From an optimization exercise on the open Yosys and OpenROAD flow, aimed at small area, a short achievable clock period and few clock cycles per item; shortcuts taken in it are not production practice. Function was checked by simulation only, so behaviour that the tests miss may differ from the original. Power and IR drop assume default switching activity.

== lane 1 ==
// cache_bank
module cache_bank (
    input  logic                      clk,
    input  logic                      rst_n,
    input  logic                      core_req_valid,
    output logic                      core_req_ready,
    input  logic                      core_req_op,
    input  logic [LINE_ADDR_BITS-1:0] core_req_line_addr,
    input  logic [WSEL_BITS-1:0]      core_req_wsel,
    input  logic [WORD_BYTES-1:0]     core_req_byteen,
    input  logic [WORD_BITS-1:0]      core_req_data,
    input  logic [REQ_TAG_BITS-1:0]   core_req_tag,
    output logic                      core_rsp_valid,
    input  logic                      core_rsp_ready,
    output logic [WORD_BITS-1:0]      core_rsp_data,
    output logic [REQ_TAG_BITS-1:0]   core_rsp_tag,
    output logic                      mem_req_valid,
    input  logic                      mem_req_ready,
    output logic                      mem_req_op,
    output logic [LINE_ADDR_BITS-1:0] mem_req_line_addr,
    output logic [LINE_BYTES-1:0]     mem_req_byteen,
    output logic [LINE_BITS-1:0]      mem_req_data,
    input  logic                      mem_rsp_valid,
    output logic                      mem_rsp_ready,
    input  logic [LINE_BITS-1:0]      mem_rsp_data
);
    logic                      tag_write;
    logic                      hit;
    logic                      mreq_valid;
    logic                      mreq_full_next;
    logic [NUM_SETS-1:0]       store_set_oh;
    logic [NUM_SETS*WORDS_PER_LINE-1:0] store_word_oh;
    logic                      data_fill;
    logic                      data_fill_sel;
    logic                      word_write;
    logic [WORD_BYTES-1:0]     store_byteen;
    logic [WORD_BITS-1:0]      store_word;
    logic [WORD_BITS-1:0]      read_word;
  ...
Size in the first run: about 6000 cells after synthesis, roughly 390 I/O pins, roughly 100000 um^2 of cells after synthesis.
Settings: LEC_CHECK=0, CAP_MARGIN=20, CELL_PAD_IN_SITES_DETAIL_PLACEMENT=1, CELL_PAD_IN_SITES_GLOBAL_PLACEMENT=1, CORE_MARGIN=5, CORE_UTILIZATION=40, CTS_CLUSTER_DIAMETER=80, CTS_CLUSTER_SIZE=20, PLACE_DENSITY=0.6, SETUP_SLACK_MARGIN=3.3, SLEW_MARGIN=20, TNS_END_PERCENT=10; clock period 6.0 ns.
run.sh (not shown) runs the stock make flow with config.mk's settings and CLKGATE_MAP_FILE= SYNTH_SCRIPT=/design/flow/synth_recipe.tcl, a recipe that flattens the netlist after the stock synthesis.
Testbench counts of lane 1, summed over its fixed seeds: cycles 24,098, requests 24,000.
Here is what was changed in the inputs of lane 2 compared with lane 1.
--- a/flow/design.v
+++ b/flow/design.v
@@ -191,67 +191,76 @@
     logic [SET_BITS-1:0]     qset_q  [QN];
     logic [WSEL_BITS-1:0]    qwsel_q [QN];
     logic [WORD_BYTES-1:0]   qbe_q   [QN];    
     logic [NUM_SETS-1:0]       hset_oh_q;
     logic [WORDS_PER_LINE-1:0] hwsel_oh_q;
     logic [NUM_SETS*WORDS_PER_LINE-1:0] hword_oh_q;    
     logic                      hmiss_q;       
     logic                      hwr_q;         
     logic [DN-1:0]           dv_q;
     logic [WORD_BITS-1:0]    wdata_q [DN];
-    logic                    rv_q;
-    logic                    r_free;
+    logic                    xv_q, rv_q;
+    logic                    x_free, r_free;
+    logic [WORD_BITS-1:0]    xdata_q;
+    logic [REQ_TAG_BITS-1:0] xtag_q;
     logic                    ready_q;
     logic accept, push, pop, convert, dpush, dpop, rsp_push;
     logic [1:0] new_kind;
     logic [WORD_BYTES-1:0] new_be;
     assign core_req_ready = ready_q;
     assign accept         = core_req_valid && ready_q;
     assign tag_write  = accept && !core_req_op;
     assign mreq_valid = accept && (core_req_op || !hit);
     assign push       = accept && (!core_req_op || hit);
     assign dpush      = accept && core_req_op && hit;
     assign new_kind   = core_req_op ? K_WR_HIT : (hit ? K_RD_HIT : K_RD_MISS);
     assign new_be     = core_req_op ? core_req_byteen : core_req_tag;
     logic head_rd_hit;
     assign head_rd_hit = qv_q[0] && (qkind_q[0] == K_RD_HIT);
     assign r_free      = !rv_q || core_rsp_ready;
+    assign x_free      = !xv_q || r_free;
     assign mem_rsp_ready = hmiss_q;
-    assign rsp_push      = r_free && (head_rd_hit || (hmiss_q && mem_rsp_valid));
-    assign convert       = hmiss_q && mem_rsp_valid && !r_free;
+    assign rsp_push      = x_free && (head_rd_hit || (hmiss_q && mem_rsp_valid));
+    assign convert       = hmiss_q && mem_rsp_valid && !x_free;
     assign pop           = hwr_q || rsp_push;
     assign dpop          = hwr_q;
     assign store_set_oh  = hset_oh_q;
     assign store_word_oh = hword_oh_q;
     assign data_fill     = hmiss_q && mem_rsp_valid;
     assign data_fill_sel = hmiss_q;
     assign word_write    = hwr_q;
     assign store_byteen  = qbe_q[0];
     assign store_word    = wdata_q[0];
     logic [WORD_BITS-1:0] fill_word;
     always_comb begin
         fill_word = '0;
         for (int w = 0; w < WORDS_PER_LINE; w++) begin
             fill_word |= mem_rsp_data[w*WORD_BITS +: WORD_BITS] & {WORD_BITS{hwsel_oh_q[w]}};
         end
     end
     always_ff @(posedge clk or negedge rst_n) begin
         if (!rst_n) begin
+            xv_q <= 1'b0;
             rv_q <= 1'b0;
-        end else if (r_free) begin
-            rv_q <= rsp_push;
+        end else begin
+            if (x_free) xv_q <= rsp_push;
+            if (r_free) rv_q <= xv_q;
         end
     end
     always_ff @(posedge clk) begin
+        if (x_free) begin
+            xdata_q <= hmiss_q ? fill_word : read_word;
+            xtag_q  <= qbe_q[0];
+        end
         if (r_free) begin
-            core_rsp_data <= hmiss_q ? fill_word : read_word;
-            core_rsp_tag  <= qbe_q[0];
+            core_rsp_data <= xdata_q;
+            core_rsp_tag  <= xtag_q;
         end
     end
     assign core_rsp_valid = rv_q;
     logic [QN-1:0] qv_shift, qv_next;
     logic [QN-1:0] put;
     logic [1:0]    kind0_next;
     assign qv_shift = pop ? (qv_q >> 1) : qv_q;
     always_comb begin
         for (int i = 0; i < QN; i++) begin
             put[i] = !qv_shift[i] && (i == 0 || qv_shift[i-1]);
--- outcome ---
- Lane 1 ended up with u_ctrl.hword_oh_q[36] as its worst setup path startpoint; lane 2 ended up with u_ctrl.hmiss_q.
- Comparing the two runs side by side, lane 2 comes out ahead of lane 1 on sum of net half-perimeters after detailed placement.
- Diff lane 1 and lane 2: final design utilization higher in lane 2
- The fraction of synthesized cell area in xor and xnor cells of lane 2 and that of lane 1 are within noise of each other.
- Critical path depth, lane 1 and lane 2: smaller value in lane 2
- Row maximum number of pins on one net before global-route repair: lane 2 higher / lane 1 lower
- Lane 1 has a higher TritonCTS buffer count than lane 2.
- The synthesized area number comes out lower for lane 1 vs lane 2.
- Lower logic gate share of total power among lane 1 and lane 2: lane 1
- Side by side, share of the final layout cell area in sequential cells turned out lower in lane 2 than in lane 1.
- Lane 1 -> lane 2: combined buffer and inverter count along the critical path delta 0, exact match
- Lane 2 vs lane 1 on net count of the finished layout: lane 2 is the higher one.
- Status: clock latency reported for the late side of the worst-skew pair parity (lane 2, lane 1)
- Worst hold path class = primary input to asynchronous set/reset pin: lane 1; worst hold path class = register to register: lane 2
Testbench counts of lane 2, summed over its fixed seeds: cycles 24,106, requests 24,000.

==> static timing again, ports no longer ideal <==
The results above use ideal ports. As a check the final layouts listed here were re-extracted and re-timed, cells and wires unchanged.
Step 1 assumes that a clkbuf_16 drives the clock port and a buf_2 every other input.
Step 2 moves the port delays by t, midway between the first and last clock arrival at a register: inputs arrive t later, outputs are due t later. That takes back most of the time a late clock gives input paths.
Slacks: no drivers / after step 1 / after step 2; pairs: no drivers / after step 1.
| run | t (ns) | slack for setup (ns) | cell pins on the clock port's net |
|---|---|---|---|
| lane 1 | 0.978 | 2.899 / 2.858 / 1.958 | 1 |
| lane 2 | 0.968 | 2.842 / 2.842 / 1.992 | 1 |
After both steps setup and hold are still met in every run listed. For lane 1, which loses most, drivers alone change the setup slack by -0.041 ns; drivers and shift together by -0.941 ns.
